Background: an optimization exercise with open tools, aiming at small area, a short achievable clock period and few clock cycles per item. Do not read the settings as production practice. At most, simulation tests tie the RTL to the original design; equivalence was not proved. Power and IR drop assume default switching activity.

nickel:
==> flow/design.v <==
`timescale 1ns/100ps
package gomoku_pkg;
    typedef enum logic [1:0] {
        EMPTY = 2'b00,
        BLACK = 2'b01,   
        WHITE = 2'b10    
    } cell_t;
    typedef union packed {
        struct packed {
            logic [32-2*4-1:0] rsvd;
            logic [4-1:0]           row;   
            logic [4-1:0]           col;
        } move;                                     
        struct packed {
            logic [32-3:0] rsvd;
            logic               new_game;
            logic               pass;
        } ctrl;                                     
    } reg_word_u;
    typedef struct packed {
        logic [16:0] rsvd;
        logic [8:0]  move_count;   
        logic        last_ok;      
        cell_t       winner;
        cell_t       turn;
        logic        busy;         
    } status_t;
endpackage
`timescale 1ns/100ps
module gomoku_regs (
    input  logic                      clock,
    input  logic                      rst,
    input  logic [5-1:0]        awaddr,
    input  logic                      awvalid,
    output logic                      awready,
    input  logic [32-1:0]        wdata,
    input  logic                      wvalid,
    output logic                      wready,
    output logic                      bvalid,
    output logic [1:0]                bresp,
    input  logic                      bready,
    input  logic [5-1:0]        araddr,
    input  logic                      arvalid,
    output logic                      arready,
    output logic                      rvalid,
    output logic [32-1:0]        rdata,
    output logic [1:0]                rresp,
    input  logic                      rready,
    input  gomoku_pkg::cell_t         pt,           
    input  logic                      five,
    output logic                      clear,        
    output logic                      wr_en,        
    output logic [4-1:0]       kv,
    output logic [4-1:0]       kh,
    output logic [4-1:0]       kd,
    output logic [4-1:0]       ka,
    output logic [6:0]                hex0,
    output logic [6:0]                hex1,
    output logic [4-1:0]       pick_row,
    output logic [4-1:0]       last_row,
    output logic [4-1:0]       last_col,
    output logic                      white,        
    output logic                      won
);
    gomoku_pkg::reg_word_u wv;
    logic                  ready;
    logic                  wr_fire;
    logic                  ar_fire;
    logic                  mv_fire;
    logic                  sel_fire;
    logic                  ng_fire;
    logic                  pass_fire;
    logic                  lines;       
    logic                  settle;      
    logic                  placed;      
    logic                  five_q;
    logic                  last_ok;
    logic [8:0]            move_count;
    logic [4-1:0]   cell_row;
    logic [4-1:0]   cell_col;
    logic [14:0]           rd_q;
    logic                  rv_q;
    gomoku_pkg::cell_t     cell_q;
    logic                  white_nx;
    logic                  won_nx;
    logic                  last_ok_nx;
    logic [8:0]            count_nx;
    function automatic logic [6:0] seg7(input logic [3:0] v);
        case (v)
            4'h0: seg7 = 7'b1000000;
            4'h1: seg7 = 7'b1111001;
            4'h2: seg7 = 7'b0100100;
            4'h3: seg7 = 7'b0110000;
            4'h4: seg7 = 7'b0011001;
            4'h5: seg7 = 7'b0010010;
            4'h6: seg7 = 7'b0000010;
            4'h7: seg7 = 7'b1111000;
            4'h8: seg7 = 7'b0000000;
            4'h9: seg7 = 7'b0010000;
            4'hA: seg7 = 7'b0001000;
            4'hB: seg7 = 7'b0000011;   
            4'hC: seg7 = 7'b1000110;
            4'hD: seg7 = 7'b0100001;   
            4'hE: seg7 = 7'b0000110;
            default: seg7 = 7'b0001110;
        endcase
    endfunction
    assign wv = wdata;
    assign awready = ready;
    assign wready  = ready;
    assign bresp   = 2'b00;
    assign rresp   = 2'b00;
    assign rvalid  = rv_q;
    assign wr_fire   = awvalid && wvalid && ready;
    assign ar_fire   = arvalid && arready;
    assign mv_fire   = wr_fire && awaddr == 5'h00;
    assign sel_fire  = wr_fire && awaddr == 5'h08;
    assign ng_fire   = wr_fire && awaddr == 5'h04 && wv.ctrl.new_game;
    assign pass_fire = wr_fire && awaddr == 5'h04 && wv.ctrl.pass && !wv.ctrl.new_game;
    assign pick_row = lines ? last_row : cell_row;
    assign wr_en    = placed;
    always_ff @(posedge clock) begin
        if (rst) begin
            ready   <= 1'b1;
            bvalid  <= 1'b0;
            rv_q    <= 1'b0;
            arready <= 1'b1;
            lines   <= 1'b0;
            settle  <= 1'b0;
        end else begin
            ready   <= !wr_fire && !(bvalid && !bready) && !lines;
            bvalid  <= wr_fire || (bvalid && !bready);
            rv_q    <= ar_fire || (rv_q && !rready);
            arready <= !(ar_fire || (rv_q && !rready));
            lines   <= mv_fire;
            settle  <= lines;
        end
    end
    always_ff @(posedge clock) begin
        clear <= rst || ng_fire;
    end
    always_ff @(posedge clock) begin
        if (rst) begin
            last_row <= '0;
            last_col <= '0;
            cell_row <= '0;
            cell_col <= '0;
            hex1     <= seg7('0);
            hex0     <= seg7('0);
        end else begin
            if (mv_fire) begin
                last_row <= wv.move.row;
                last_col <= wv.move.col;
                hex1     <= seg7(wv.move.row);
                hex0     <= seg7(wv.move.col);
            end
            if (sel_fire) begin
                cell_row <= wv.move.row;
                cell_col <= wv.move.col;
            end
        end
    end
    always_ff @(posedge clock) begin
        if (rst) begin
            kv <= '0;
        end else if (mv_fire || sel_fire) begin
            kv <= wv.move.col;
        end else begin
            kv <= cell_col;
        end
        if (mv_fire) begin
            kh <= wv.move.row;
            kd <= wv.move.col - wv.move.row;
            ka <= wv.move.col + wv.move.row;
        end
    end
    always_ff @(posedge clock) begin
        if (rst) begin
            placed <= 1'b0;
        end else begin
            placed <= lines && pt == gomoku_pkg::EMPTY && !won;
        end
        five_q <= five;   
    end
    always_comb begin
        white_nx   = white;
        won_nx     = won;
        last_ok_nx = last_ok;
        count_nx   = move_count + 9'(placed);
        if (settle) begin
            last_ok_nx = placed;
        end
        if (placed) begin
            if (five_q) begin
                won_nx = 1'b1;   
            end else begin
                white_nx = !white;
            end
        end
        if (pass_fire && !won) begin
            white_nx = !white;
        end
    end
    always_ff @(posedge clock) begin
        if (rst || ng_fire) begin
            white      <= 1'b0;
            won        <= 1'b0;
            last_ok    <= 1'b0;
            move_count <= '0;
        end else begin
            white      <= white_nx;
            won        <= won_nx;
            last_ok    <= last_ok_nx;
            move_count <= count_nx;
        end
    end
    always_ff @(posedge clock) begin
        cell_q <= (rst || clear) ? gomoku_pkg::EMPTY : pt;
        if (!rv_q) begin
            case (araddr)
                5'h00:     rd_q <= {7'b0, last_row, last_col};
                5'h08: rd_q <= {7'b0, cell_row, cell_col};
                5'h0C:   rd_q <= {count_nx, last_ok_nx,
                                        won_nx && white_nx, won_nx && !white_nx,
                                        white_nx, !white_nx, 1'b0};
                5'h10:     rd_q <= {13'b0, cell_q};
                default:       rd_q <= '0;
            endcase
        end
    end
    assign rdata = {17'b0, rd_q};
endmodule
`timescale 1ns/100ps
module board_store (
    input  logic                    clock,
    input  logic                    clear,       
    input  logic                    wr_en,       
    input  logic [4-1:0]     wr_row,
    input  logic [4-1:0]     wr_col,
    input  logic                    wr_white,
    input  logic                    white,       
    input  logic [4-1:0]     kv,          
    input  logic [4-1:0]     kh,          
    input  logic [4-1:0]     kd,          
    input  logic [4-1:0]     ka,          
    output logic [16-1:0]   pv_b,        
    output logic [16-1:0]   pv_w,
    output logic [16-1:0]   ph,          
    output logic [16-1:0]   pd,          
    output logic [16-1:0]   pa           
);
    logic [16-1:0][16-1:0] bl;   
    logic [16-1:0][16-1:0] wh;
    logic [16-1:0][16-1:0] mine;
    logic [16-1:0][16-1:0] mine_d;   
    logic [16-1:0][16-1:0] mine_a;   
    logic [16-1:0]                 row_b;
    logic [16-1:0]                 row_w;
    logic [16-1:0]                 col_hit;
    always_comb begin
        for (int i = 0; i < 16; i++) begin
            row_b[i]   = wr_en && !wr_white && wr_row == 4'(i);
            row_w[i]   = wr_en && wr_white && wr_row == 4'(i);
            col_hit[i] = wr_col == 4'(i);
        end
    end
    always_ff @(posedge clock) begin
        for (int i = 0; i < 16; i++) begin
            for (int j = 0; j < 16; j++) begin
                bl[i][j] <= !clear && (bl[i][j] || (row_b[i] && col_hit[j]));
                wh[i][j] <= !clear && (wh[i][j] || (row_w[i] && col_hit[j]));
            end
        end
    end
    always_comb begin
        for (int i = 0; i < 16; i++) begin
            for (int j = 0; j < 16; j++) begin
                mine[i][j] = white ? wh[i][j] : bl[i][j];
            end
        end
        for (int i = 0; i < 16; i++) begin
            for (int j = 0; j < 16; j++) begin
                mine_d[i][j] = mine[i][(j + i) % 16];
                mine_a[i][j] = mine[i][(j + 16 - i) % 16];
            end
        end
    end
    always_comb begin
        for (int i = 0; i < 16; i++) begin
            pv_b[i] = bl[i][kv];
            pv_w[i] = wh[i][kv];
            ph[i]   = mine[kh][i];
            pd[i]   = mine_d[i][kd];
            pa[i]   = mine_a[i][ka];
        end
    end
endmodule
`timescale 1ns/100ps
module win_checker (
    input  logic [4-1:0]     row,        
    input  logic [4-1:0]     col,
    input  logic                    white,      
    input  logic [16-1:0]   pv_b,       
    input  logic [16-1:0]   pv_w,
    input  logic [16-1:0]   ph,         
    input  logic [16-1:0]   pd,         
    input  logic [16-1:0]   pa,         
    output logic                    five
);
    logic [16-1:0] lv;
    logic [16-1:0] lh;
    logic [16-1:0] ld;
    logic [16-1:0] la;
    always_comb begin
        for (int i = 0; i < 16; i++) begin
            int dc;
            int ac;
            dc = int'(col) - int'(row) + i;   
            ac = int'(col) + int'(row) - i;
            lv[i] = (white ? pv_w[i] : pv_b[i]) || row == 4'(i);
            lh[i] = ph[i] || col == 4'(i);
            ld[i] = (pd[i] && dc >= 0 && dc < 16) || row == 4'(i);
            la[i] = (pa[i] && ac >= 0 && ac < 16) || row == 4'(i);
        end
    end
    always_comb begin
        five = 1'b0;
        for (int s = 0; s + 5 <= 16; s++) begin
            five = five || &lv[s+:5] || &lh[s+:5]
                        || &ld[s+:5] || &la[s+:5];
        end
    end
endmodule
`timescale 1ns/100ps
module status_display (
    input  logic                white,    
    input  logic                won,
    output logic [7:0]          ledr,
    output logic [7:0]          ledg
);
    assign ledr = {won && !white, 6'b0, !won && !white};
    assign ledg = {!won && white, 6'b0, won && white};
endmodule
`timescale 1ns/100ps
module gomoku_top (
    input  logic               clock,
    input  logic               rst,
    input  logic [5-1:0] awaddr,
    input  logic               awvalid,
    output logic               awready,
    input  logic [32-1:0] wdata,
    input  logic               wvalid,
    output logic               wready,
    output logic               bvalid,
    output logic [1:0]         bresp,
    input  logic               bready,
    input  logic [5-1:0] araddr,
    input  logic               arvalid,
    output logic               arready,
    output logic               rvalid,
    output logic [32-1:0] rdata,
    output logic [1:0]         rresp,
    input  logic               rready,
    output logic [6:0]         hex0,
    output logic [6:0]         hex1,
    output logic [7:0]         ledr,
    output logic [7:0]         ledg
);
    logic                  clear;
    logic                  wr_en;
    logic [4-1:0]   kv;
    logic [4-1:0]   kh;
    logic [4-1:0]   kd;
    logic [4-1:0]   ka;
    logic [4-1:0]   pick_row;
    logic [4-1:0]   last_row;
    logic [4-1:0]   last_col;
    logic                  white;
    logic                  won;
    logic                  five;
    gomoku_pkg::cell_t     pt;
    logic [16-1:0] pv_b;
    logic [16-1:0] pv_w;
    logic [16-1:0] ph;
    logic [16-1:0] pd;
    logic [16-1:0] pa;
    assign pt = gomoku_pkg::cell_t'({pv_w[pick_row], pv_b[pick_row]});
    gomoku_regs u_regs (
        .clock, .rst,
        .awaddr, .awvalid, .awready, .wdata, .wvalid, .wready,
        .bvalid, .bresp, .bready,
        .araddr, .arvalid, .arready, .rvalid, .rdata, .rresp, .rready,
        .pt, .five, .clear, .wr_en, .kv, .kh, .kd, .ka, .hex0, .hex1,
        .pick_row, .last_row, .last_col, .white, .won
    );
    board_store u_board (
        .clock, .clear, .wr_en,
        .wr_row (last_row),
        .wr_col (last_col),
        .wr_white (white),
        .white, .kv, .kh, .kd, .ka, .pv_b, .pv_w, .ph, .pd, .pa
    );
    win_checker u_check (
        .row (last_row),
        .col (last_col),
        .white, .pv_b, .pv_w, .ph, .pd, .pa, .five
    );
    status_display u_disp (
        .white, .won, .ledr, .ledg
    );
endmodule
clock: 8.0 ns
lec_check: 0
abc_clock_period_in_ps: 3000
cap_margin: 20
core_margin: 2
core_utilization: 30
setup_slack_margin: 5
slew_margin: 20
run.sh (not shown) runs the stock make flow with config.mk's settings and CLKGATE_MAP_FILE= SYNTH_SCRIPT=/design/flow/synth_recipe.tcl, a recipe that flattens the netlist after the stock synthesis.
nickel | status: complete | timing, DRC, antenna: pass
Setup changes, nickel to xenon
--- a/flow/design.v
+++ b/flow/design.v
@@ -53,8 +53,10 @@
     output logic [4-1:0]       kv,
     output logic [4-1:0]       kh,
     output logic [4-1:0]       kd,
     output logic [4-1:0]       ka,
+    output logic                      negd,
+    output logic                      hia,
     output logic [6:0]                hex0,
     output logic [6:0]                hex1,
     output logic [4-1:0]       pick_row,
     output logic [4-1:0]       last_row,
@@ -169,10 +171,10 @@
             kv <= cell_col;
         end
         if (mv_fire) begin
             kh <= wv.move.row;
-            kd <= wv.move.col - wv.move.row;
-            ka <= wv.move.col + wv.move.row;
+            {negd, kd} <= {1'b0, wv.move.col} - {1'b0, wv.move.row};
+            {hia, ka}  <= {1'b0, wv.move.col} + {1'b0, wv.move.row};
         end
     end
     always_ff @(posedge clock) begin
         if (rst) begin
@@ -298,8 +300,12 @@
 `timescale 1ns/100ps
 module win_checker (
     input  logic [4-1:0]     row,        
     input  logic [4-1:0]     col,
+    input  logic [4-1:0]     kd,         
+    input  logic                    negd,       
+    input  logic [4-1:0]     ka,         
+    input  logic                    hia,        
     input  logic                    white,      
     input  logic [16-1:0]   pv_b,       
     input  logic [16-1:0]   pv_w,
     input  logic [16-1:0]   ph,         
@@ -310,18 +316,18 @@
     logic [16-1:0] lv;
     logic [16-1:0] lh;
     logic [16-1:0] ld;
     logic [16-1:0] la;
+    logic [16-1:0] le_d;   
+    logic [16-1:0] le_a;   
+    assign le_d = ~(16'hFFFE << ~kd);
+    assign le_a = ~(16'hFFFE << ka);
     always_comb begin
         for (int i = 0; i < 16; i++) begin
-            int dc;
-            int ac;
-            dc = int'(col) - int'(row) + i;   
-            ac = int'(col) + int'(row) - i;
             lv[i] = (white ? pv_w[i] : pv_b[i]) || row == 4'(i);
             lh[i] = ph[i] || col == 4'(i);
-            ld[i] = (pd[i] && dc >= 0 && dc < 16) || row == 4'(i);
-            la[i] = (pa[i] && ac >= 0 && ac < 16) || row == 4'(i);
+            ld[i] = (pd[i] && (le_d[i] ^ negd)) || row == 4'(i);
+            la[i] = (pa[i] && (le_a[i] ^ hia)) || row == 4'(i);
         end
     end
     always_comb begin
         five = 1'b0;
@@ -371,8 +377,10 @@
     logic [4-1:0]   kv;
     logic [4-1:0]   kh;
     logic [4-1:0]   kd;
     logic [4-1:0]   ka;
+    logic                  negd;
+    logic                  hia;
     logic [4-1:0]   pick_row;
     logic [4-1:0]   last_row;
     logic [4-1:0]   last_col;
     logic                  white;
@@ -389,9 +397,9 @@
         .clock, .rst,
         .awaddr, .awvalid, .awready, .wdata, .wvalid, .wready,
         .bvalid, .bresp, .bready,
         .araddr, .arvalid, .arready, .rvalid, .rdata, .rresp, .rready,
-        .pt, .five, .clear, .wr_en, .kv, .kh, .kd, .ka, .hex0, .hex1,
+        .pt, .five, .clear, .wr_en, .kv, .kh, .kd, .ka, .negd, .hia, .hex0, .hex1,
         .pick_row, .last_row, .last_col, .white, .won
     );
     board_store u_board (
         .clock, .clear, .wr_en,
@@ -402,8 +410,9 @@
     );
     win_checker u_check (
         .row (last_row),
         .col (last_col),
+        .kd, .negd, .ka, .hia,
         .white, .pv_b, .pv_w, .ph, .pd, .pa, .five
     );
     status_display u_disp (
         .white, .won, .ledr, .ledg
[summary]
Between nickel and xenon, the total power of the final layout is higher for nickel.
Re area after synthesis: nickel and xenon aren't equal, and the higher value belongs to nickel.
[compare] base=nickel new=xenon: initial DRC count fell 398, routed wire length fell about 6.4%.
In the tables for nickel and xenon, fraction of standard cell area that is sequential reads lower with nickel.
Static leakage came out lower on xenon than on nickel.
Looking at unique cell type count in the Yosys netlist across nickel and xenon, the one that comes out higher is xenon.
The final hold slack in xenon was higher than what nickel gave.
No functional check of the RTL was part of any run of this note.

gomoku_top, a different RTL version from the one above (not shown whole).
For scale: ~3200 cells after synthesis, about 620 flip-flops.
Settings: LEC_CHECK=0, ABC_CLOCK_PERIOD_IN_PS=3000, CAP_MARGIN=20, CORE_MARGIN=2, CORE_UTILIZATION=30, CTS_BUF_LIST=sky130_fd_sc_hd__clkbuf_16, CTS_CLUSTER_DIAMETER=80, CTS_CLUSTER_SIZE=25, SETUP_SLACK_MARGIN=5, SLEW_MARGIN=20; clock period 8.0 ns.
The first run completed with no timing, DRC or antenna violations.
Testbench counts at the start, summed over its fixed seeds: cycles 17,312, moves 3,200.
Edit:
--- a/flow/design.v
+++ b/flow/design.v
@@ -69,22 +69,21 @@
     logic                  sel_fire;
     logic                  ng_fire;
     logic                  pass_fire;
     logic                  lines;       
     logic                  placed;      
     logic                  five_hv;
     logic                  last_ok;
     logic [8:0]            move_count;
     logic [4-1:0]   cell_row;
     logic [4-1:0]   cell_col;
-    logic                  rsel_st;     
-    logic [14:0]           rd_q;
+    logic [3:0]            rsel;        
     logic [8:0]            count_nx;
     gomoku_pkg::cell_t     cell_q;
     logic [4:0]     sum;
     logic [4:0]     dif;
     assign wv = wdata;
     assign awready = ready;
     assign wready  = ready;
     assign bresp   = 2'b00;
     assign arready = !rvalid;
     assign rresp   = 2'b00;
@@ -181,33 +180,34 @@
                 end
             end
             if (pass_fire && !won) begin
                 white <= !white;
             end
         end
     end
     always_ff @(posedge clock) begin
         cell_q <= (rst || clear) ? gomoku_pkg::EMPTY : pt;
         if (!rvalid) begin
-            rsel_st <= araddr == 5'h0C;
-            case (araddr)
-                5'h00:     rd_q <= {7'b0, last_row, last_col};
-                5'h08: rd_q <= {7'b0, cell_row, cell_col};
-                5'h0C:   rd_q <= {count_nx, diag ? placed : last_ok, 5'b0};
-                5'h10:     rd_q <= {13'b0, cell_q};
-                default:       rd_q <= '0;
-            endcase
+            rsel[0] <= araddr == 5'h00;
+            rsel[1] <= araddr == 5'h08;
+            rsel[2] <= araddr == 5'h0C;
+            rsel[3] <= araddr == 5'h10;
         end
     end
-    assign rdata = {17'b0, rd_q[14:5],
-                    rd_q[4:1] | {4{rsel_st}} & {won && white, won && !white, white, !white},
-                    rd_q[0]};
+    always_comb begin
+        rdata = '0;
+        if (rsel[0]) rdata[7:0] = rdata[7:0] | {last_row, last_col};
+        if (rsel[1]) rdata[7:0] = rdata[7:0] | {cell_row, cell_col};
+        if (rsel[2]) rdata[14:0] = rdata[14:0] | {move_count, last_ok, won && white, won && !white,
+                                                  white, !white, 1'b0};
+        if (rsel[3]) rdata[1:0] = rdata[1:0] | cell_q;
+    end
 endmodule
 `timescale 1ns/100ps
 module board_store (
     input  logic                                   clock,
     input  logic                                   clear,       
     input  logic                                   wr_en,       
     input  logic [4-1:0]                    wr_row,
     input  logic [4-1:0]                    wr_col,
     input  logic                                   wr_white,
     input  logic [16-1:0][4-1:0]    k1,
@@ -309,45 +309,36 @@
         five2 = 1'b0;
         for (int s = 0; s + 5 <= 16; s++) begin
             five1 = five1 || &line1[s+:5];
             five2 = five2 || &line2[s+:5];
         end
     end
     assign five = five1 || five2;
 endmodule
 `timescale 1ns/100ps
 module status_display (
-    input  logic                clock,
-    input  logic                rst,
     input  logic [4-1:0] last_row,
     input  logic [4-1:0] last_col,
     input  logic                white,    
     input  logic                won,
     output logic [6:0]          hex0,     
     output logic [6:0]          hex1,     
     output logic [7:0]          ledr,
     output logic [7:0]          ledg
 );
     localparam logic [16*7-1:0] SEGS = {
         7'b0001110, 7'b0000110, 7'b0100001, 7'b1000110,    
         7'b0000011, 7'b0001000, 7'b0010000, 7'b0000000,    
         7'b1111000, 7'b0000010, 7'b0010010, 7'b0011001,    
         7'b0110000, 7'b0100100, 7'b1111001, 7'b1000000};   
-    always_ff @(posedge clock) begin
-        if (rst) begin
-            hex1 <= SEGS[6:0];
-            hex0 <= SEGS[6:0];
-        end else begin
-            hex1 <= SEGS[7*last_row +: 7];
-            hex0 <= SEGS[7*last_col +: 7];
-        end
-    end
+    assign hex1 = SEGS[7*last_row +: 7];
+    assign hex0 = SEGS[7*last_col +: 7];
     assign ledr = {won && !white, 6'b0, !won && !white};
     assign ledg = {!won && white, 6'b0, won && white};
 endmodule
 `timescale 1ns/100ps
 module gomoku_top (
     input  logic               clock,
     input  logic               rst,
     input  logic [5-1:0] awaddr,
     input  logic               awvalid,
     output logic               awready,
@@ -406,14 +397,13 @@
         .k1, .k2, .p1_b, .p1_w, .p2_b, .p2_w
     );
     win_checker u_check (
         .diag, .s1, .neg1, .s2, .hi2,
         .row (last_row),
         .col (last_col),
         .white, .p1_b, .p1_w, .p2_b, .p2_w,
         .k1, .k2, .five
     );
     status_display u_disp (
-        .clock, .rst,
         .last_row, .last_col, .white, .won, .hex0, .hex1, .ledr, .ledg
     );
 endmodule
After rerunning: Cell area falls by 2.1%. Wire length rose by about 2.3%. Setup slack gets worse by 0.33 ns. Critical path depth came out lower by 7. First-iteration DRC count went up by about 7%. Combinational power is lower by about 5%. Cell count decreases by about 2.1%. Sequential power came out lower by about 5%. Flip-flop and latch count decreases by 26. Non-clock buffer count came out higher by 34.
For the second run of this note, only the layout was checked, not whether the RTL still works.

==> separate check: timing with driven ports <==
No port has a modelled driver above. Below, the same layouts with a new extraction and two added sets of constraints. Step 1 (the two cells are an assumption about what drives the block):
set clk [get_ports {clock}]
set_driving_cell -lib_cell sky130_fd_sc_hd__clkbuf_16 $clk
set_driving_cell -lib_cell sky130_fd_sc_hd__buf_2 [delete_from_list [all_inputs] $clk]
Step 2 times the ports against the registers' clock, not the clock port: input delays grow and output delays shrink by t, the midpoint of the rising clock arrivals with the driver on. Slacks: ideal / step 1 / step 2; pairs: ideal / step 1.
| run | t (ns) | setup WS [ns] | worst setup path at the end | clock arrival spread, ns | worst data-port slew with drivers (ns) |
|---|---|---|---|---|---|
| nickel | 0.714 | 3.619 / 3.619 / 3.619 | register to register | 0.040 / 0.040 | 0.04 |
| xenon | 0.715 | 4.475 / 4.475 / 4.379 | input to register | 0.041 / 0.042 | 0.04 |
| the first run of note 2 | 0.663 | 4.505 / 4.505 / 4.423 | input to register | 0.026 / 0.025 | 0.05 |
| the second run of note 2 | 0.708 | 4.175 / 4.110 / 4.396 | input to register | 0.032 / 0.032 | 0.04 |
After both steps setup and hold are still met in every run listed. For xenon, which loses most, drivers alone change the setup slack by 0.000 ns; drivers and shift together by -0.096 ns.
